This design comes from an exercise in tuning for small area, a short achievable clock period and few clock cycles on the open sky130 flow, not from production work.
Function was checked by simulation only, so behaviour that the tests miss may differ from the original.
No activity file was given, so power comes from the tool's default toggle rates.

Setup of try-delta:
// step_spike_detector
module step_spike_detector (
    input  logic        i_clk,
    input  logic        i_rst_n,
    input  logic        i_in_valid,
    output logic        o_in_ready,
    input  logic        i_in_operation,
    input  logic [12:0] i_in_accel_x,
    input  logic [12:0] i_in_accel_y,
    input  logic [12:0] i_in_accel_z,
    output logic        o_out_valid,
    input  logic        i_out_ready,
    output logic        o_out_step_detected,
    output logic [12:0] o_out_current_magnitude,
    output logic [12:0] o_out_baseline_magnitude,
    input  logic        i_cfg_we,
    input  logic [0:0]  i_cfg_idx,
    input  logic [12:0] i_cfg_data
);
Size in the first run: about 4100 cells after synthesis, roughly 950 flip-flops, ~88 I/O pins.
clock: 10.0 ns
lec_check: 0
cap_margin: 20
core_margin: 2
core_utilization: 40
cts_buf_list: sky130_fd_sc_hd__clkbuf_8 sky130_fd_sc_hd__clkbuf_16
cts_cluster_diameter: 100
cts_cluster_size: 25
slew_margin: 20
standard.sh (not shown) runs the stock make flow with config.mk's settings and CLKGATE_MAP_FILE= SYNTH_SCRIPT=/design/flow/synth_recipe.tcl, a recipe that flattens the netlist after the stock synthesis.
==> flow/flow/run.sh <==
#!/bin/bash
set -euo pipefail
bash standard.sh SETUP_SLACK_MARGIN=6.85 finish > standard_flow.log 2>&1
try-delta ran to completion and came out clean on the timing, DRC and antenna checks.
Testbench counts of try-delta, summed over its fixed seeds: cycles 8,452.
Input-level comparison between try-sierra and try-delta:
==> flow/flow/run.sh <==
#!/bin/bash
set -euo pipefail
bash standard.sh SETUP_SLACK_MARGIN=6.7 finish > standard_flow.log 2>&1
diff --git a/flow/config.mk b/flow/config.mk
--- a/flow/config.mk
+++ b/flow/config.mk
@@ -11,4 +11,4 @@
 export CTS_BUF_LIST = sky130_fd_sc_hd__clkbuf_8 sky130_fd_sc_hd__clkbuf_16
-export CTS_CLUSTER_DIAMETER = 100
-export CTS_CLUSTER_SIZE = 25
+export CTS_CLUSTER_DIAMETER = 120
+export CTS_CLUSTER_SIZE = 30
 export SLEW_MARGIN = 20
## What came out
Initial antenna violation count, try-delta and try-sierra: higher on try-delta. Wire length reported by the detailed router (try-sierra over try-delta): decrease, 1.3%. [try-sierra] critical path data required time rose 0.03 ns relative to try-delta. Where power dissipated by switching net loads is concerned, try-delta is outperformed by try-sierra. In try-sierra the proportion of power drawn by flip-flops and latches turned out 1.7 points higher than in try-delta. Sort try-delta and try-sierra by detailed-route wire length on metal 1 asc -> top: try-delta. Across try-delta and try-sierra, the outcome is the same: a clean finish for every run. Number of logic stages on the critical path including buffering in try-sierra is 1 below try-delta. Non-clock buffer area fraction after layout delta for try-sierra relative to try-delta: 0.86 points lower. Relative to try-delta, the synthesis-to-layout area growth of try-sierra is lower by 2.5 points. The setup slack of try-sierra is larger than that of try-delta.
For try-garnet, these inputs were changed with respect to try-sierra:
diff --git a/flow/config.mk b/flow/config.mk
--- a/flow/config.mk
+++ b/flow/config.mk
@@ -11,4 +11,4 @@
 export CTS_BUF_LIST = sky130_fd_sc_hd__clkbuf_8 sky130_fd_sc_hd__clkbuf_16
-export CTS_CLUSTER_DIAMETER = 120
-export CTS_CLUSTER_SIZE = 30
+export CTS_CLUSTER_DIAMETER = 100
+export CTS_CLUSTER_SIZE = 25
 export SLEW_MARGIN = 20
[summary]
try-garnet: all stages complete, timing, DRC and antenna checks passed. Number of CTS-inserted buffers, try-sierra and try-garnet: higher on try-garnet. Compared to try-sierra, try-garnet has proportion of layout cells with a drive suffix above 1 0.17 points lower. Looking at try-sierra and try-garnet, the routed wire length is a wash.
Input changes introduced in try-nickel (baseline for comparison: try-garnet):
diff --git a/flow/config.mk b/flow/config.mk
--- a/flow/config.mk
+++ b/flow/config.mk
@@ -10,4 +10,3 @@
 export CORE_UTILIZATION = 40
-export CTS_BUF_LIST = sky130_fd_sc_hd__clkbuf_8 sky130_fd_sc_hd__clkbuf_16
-export CTS_CLUSTER_DIAMETER = 100
+export CTS_BUF_LIST = sky130_fd_sc_hd__clkbuf_8
 export CTS_CLUSTER_SIZE = 25
[summary]
- | share of post-route cells with drive strength above 1 | try-nickel vs try-garnet | 2.9 points higher |
- Compared with try-garnet, try-nickel degrades first-iteration DRC count.
- try-nickel: longest individual stage delay on the worst path lower than try-garnet
- Summary: with try-garnet as the reference, number of clock buffer instances in the layout in try-nickel moved up by more than 100%.
- After synthesis and placement, the instance count of try-nickel is above that of try-garnet.
- Where worst path setup slack after routing is concerned, try-garnet is better than try-nickel.
- Of try-garnet and try-nickel, try-garnet shows the lower global-route usage, with try-nickel above it.
- try-garnet was smaller in final cell area than try-nickel.
- Re sequential share of layout area: try-garnet was higher than try-nickel.
- Final-stage net count ends up higher on try-nickel.
- Between try-nickel and try-garnet, it is try-nickel whose post-detailed-route via-to-cell ratio is lower, by 0.028.


Starting RTL as in the previous note.
Settings: LEC_CHECK=0, CAP_MARGIN=20, CORE_MARGIN=2, CORE_UTILIZATION=40, CTS_BUF_LIST=sky130_fd_sc_hd__clkbuf_16, CTS_CLUSTER_DIAMETER=100, CTS_CLUSTER_SIZE=30, SLEW_MARGIN=20; clock period 10.0 ns.
==> flow/flow/run.sh <==
#!/bin/bash
set -euo pipefail
bash standard.sh SETUP_SLACK_MARGIN=6.7 finish > standard_flow.log 2>&1
Testbench counts at the start, summed over its fixed seeds: cycles 8,452.
Change:
==> flow/flow/run.sh (replaced) <==
#!/bin/bash
set -euo pipefail
bash standard.sh SETUP_SLACK_MARGIN=6.55 finish > standard_flow.log 2>&1
--- a/flow/config.mk
+++ b/flow/config.mk
@@ -9,6 +9,6 @@
 export CORE_MARGIN = 2
 export CORE_UTILIZATION = 40
-export CTS_BUF_LIST = sky130_fd_sc_hd__clkbuf_16
+export CTS_BUF_LIST = sky130_fd_sc_hd__clkbuf_8 sky130_fd_sc_hd__clkbuf_16
 export CTS_CLUSTER_DIAMETER = 100
-export CTS_CLUSTER_SIZE = 30
+export CTS_CLUSTER_SIZE = 25
 export SLEW_MARGIN = 20
=>
- sequential share of layout area rises by 0.27 points
- register-to-register slack is better by 0.05 ns
- wire length is higher slightly
- die area is unchanged
Change:
==> flow/flow/run.sh (replaced) <==
#!/bin/bash
set -euo pipefail
bash standard.sh SETUP_SLACK_MARGIN=6.7 finish > standard_flow.log 2>&1
--- a/flow/config.mk
+++ b/flow/config.mk
@@ -10,5 +10,5 @@
 export CORE_UTILIZATION = 40
 export CTS_BUF_LIST = sky130_fd_sc_hd__clkbuf_8 sky130_fd_sc_hd__clkbuf_16
-export CTS_CLUSTER_DIAMETER = 100
-export CTS_CLUSTER_SIZE = 25
+export CTS_CLUSTER_DIAMETER = 80
+export CTS_CLUSTER_SIZE = 20
 export SLEW_MARGIN = 20
The changed run finished with timing, DRC and antenna clean.
Flip-flop and latch count stays the same.
Final area goes up by 1.3%.
Routed wire length goes down by 0.73%.
Combinational power goes up by 3.8%.
Cell count goes up by 0.61%.
Clock-buffer cell count goes up by 10.
Fmax barely changes.

==> separate check: timing with driven ports <==
The flow's constraints put no driver on any port. The routed layouts listed below were extracted and timed again, unchanged, in two steps.
Step 1 (the two cells are an assumption about what drives the block):
set clk [get_ports {i_clk}]
set_driving_cell -lib_cell sky130_fd_sc_hd__clkbuf_16 $clk
set_driving_cell -lib_cell sky130_fd_sc_hd__buf_2 [delete_from_list [all_inputs] $clk]
Step 2 moves the port delays by t, midway between the first and last clock arrival at a register: inputs arrive t later, outputs are due t later. That takes back most of the time a late clock gives input paths.
Slacks: ideal ports / drivers / drivers and shift; pairs: ideal ports / drivers.
| run | t (ns) | setup slack, ns | worst setup path at the end | latest minus earliest clock arrival (ns) | slew at the worst register clock pin (ns) |
|---|---|---|---|---|---|
| try-delta | 0.720 | 6.575 / 6.575 / 6.267 | input to register | 0.042 / 0.042 | 0.11 / 0.11 |
| try-sierra | 0.724 | 6.629 / 6.621 / 6.140 | input to register | 0.058 / 0.058 | 0.12 / 0.12 |
| try-garnet | 0.728 | 6.611 / 6.611 / 6.140 | input to register | 0.045 / 0.045 | 0.11 / 0.11 |
| try-nickel | 0.928 | 6.499 / 6.432 / 5.987 | input to register | 0.048 / 0.048 | 0.07 / 0.07 |
| the first run of note 2 | 0.733 | 6.550 / 6.550 / 6.186 | input to register | 0.035 / 0.036 | 0.12 / 0.12 |
| the second run of note 2 | 0.728 | 6.603 / 6.549 / 6.195 | input to register | 0.034 / 0.034 | 0.11 / 0.11 |
| the third run of note 2 | 0.753 | 6.604 / 6.604 / 6.154 | input to register | 0.036 / 0.036 | 0.09 / 0.09 |
After both steps every run listed still meets setup and hold. The setup slack of try-nickel, which loses most, moves by -0.067 ns with the drivers and by -0.512 ns with both steps.
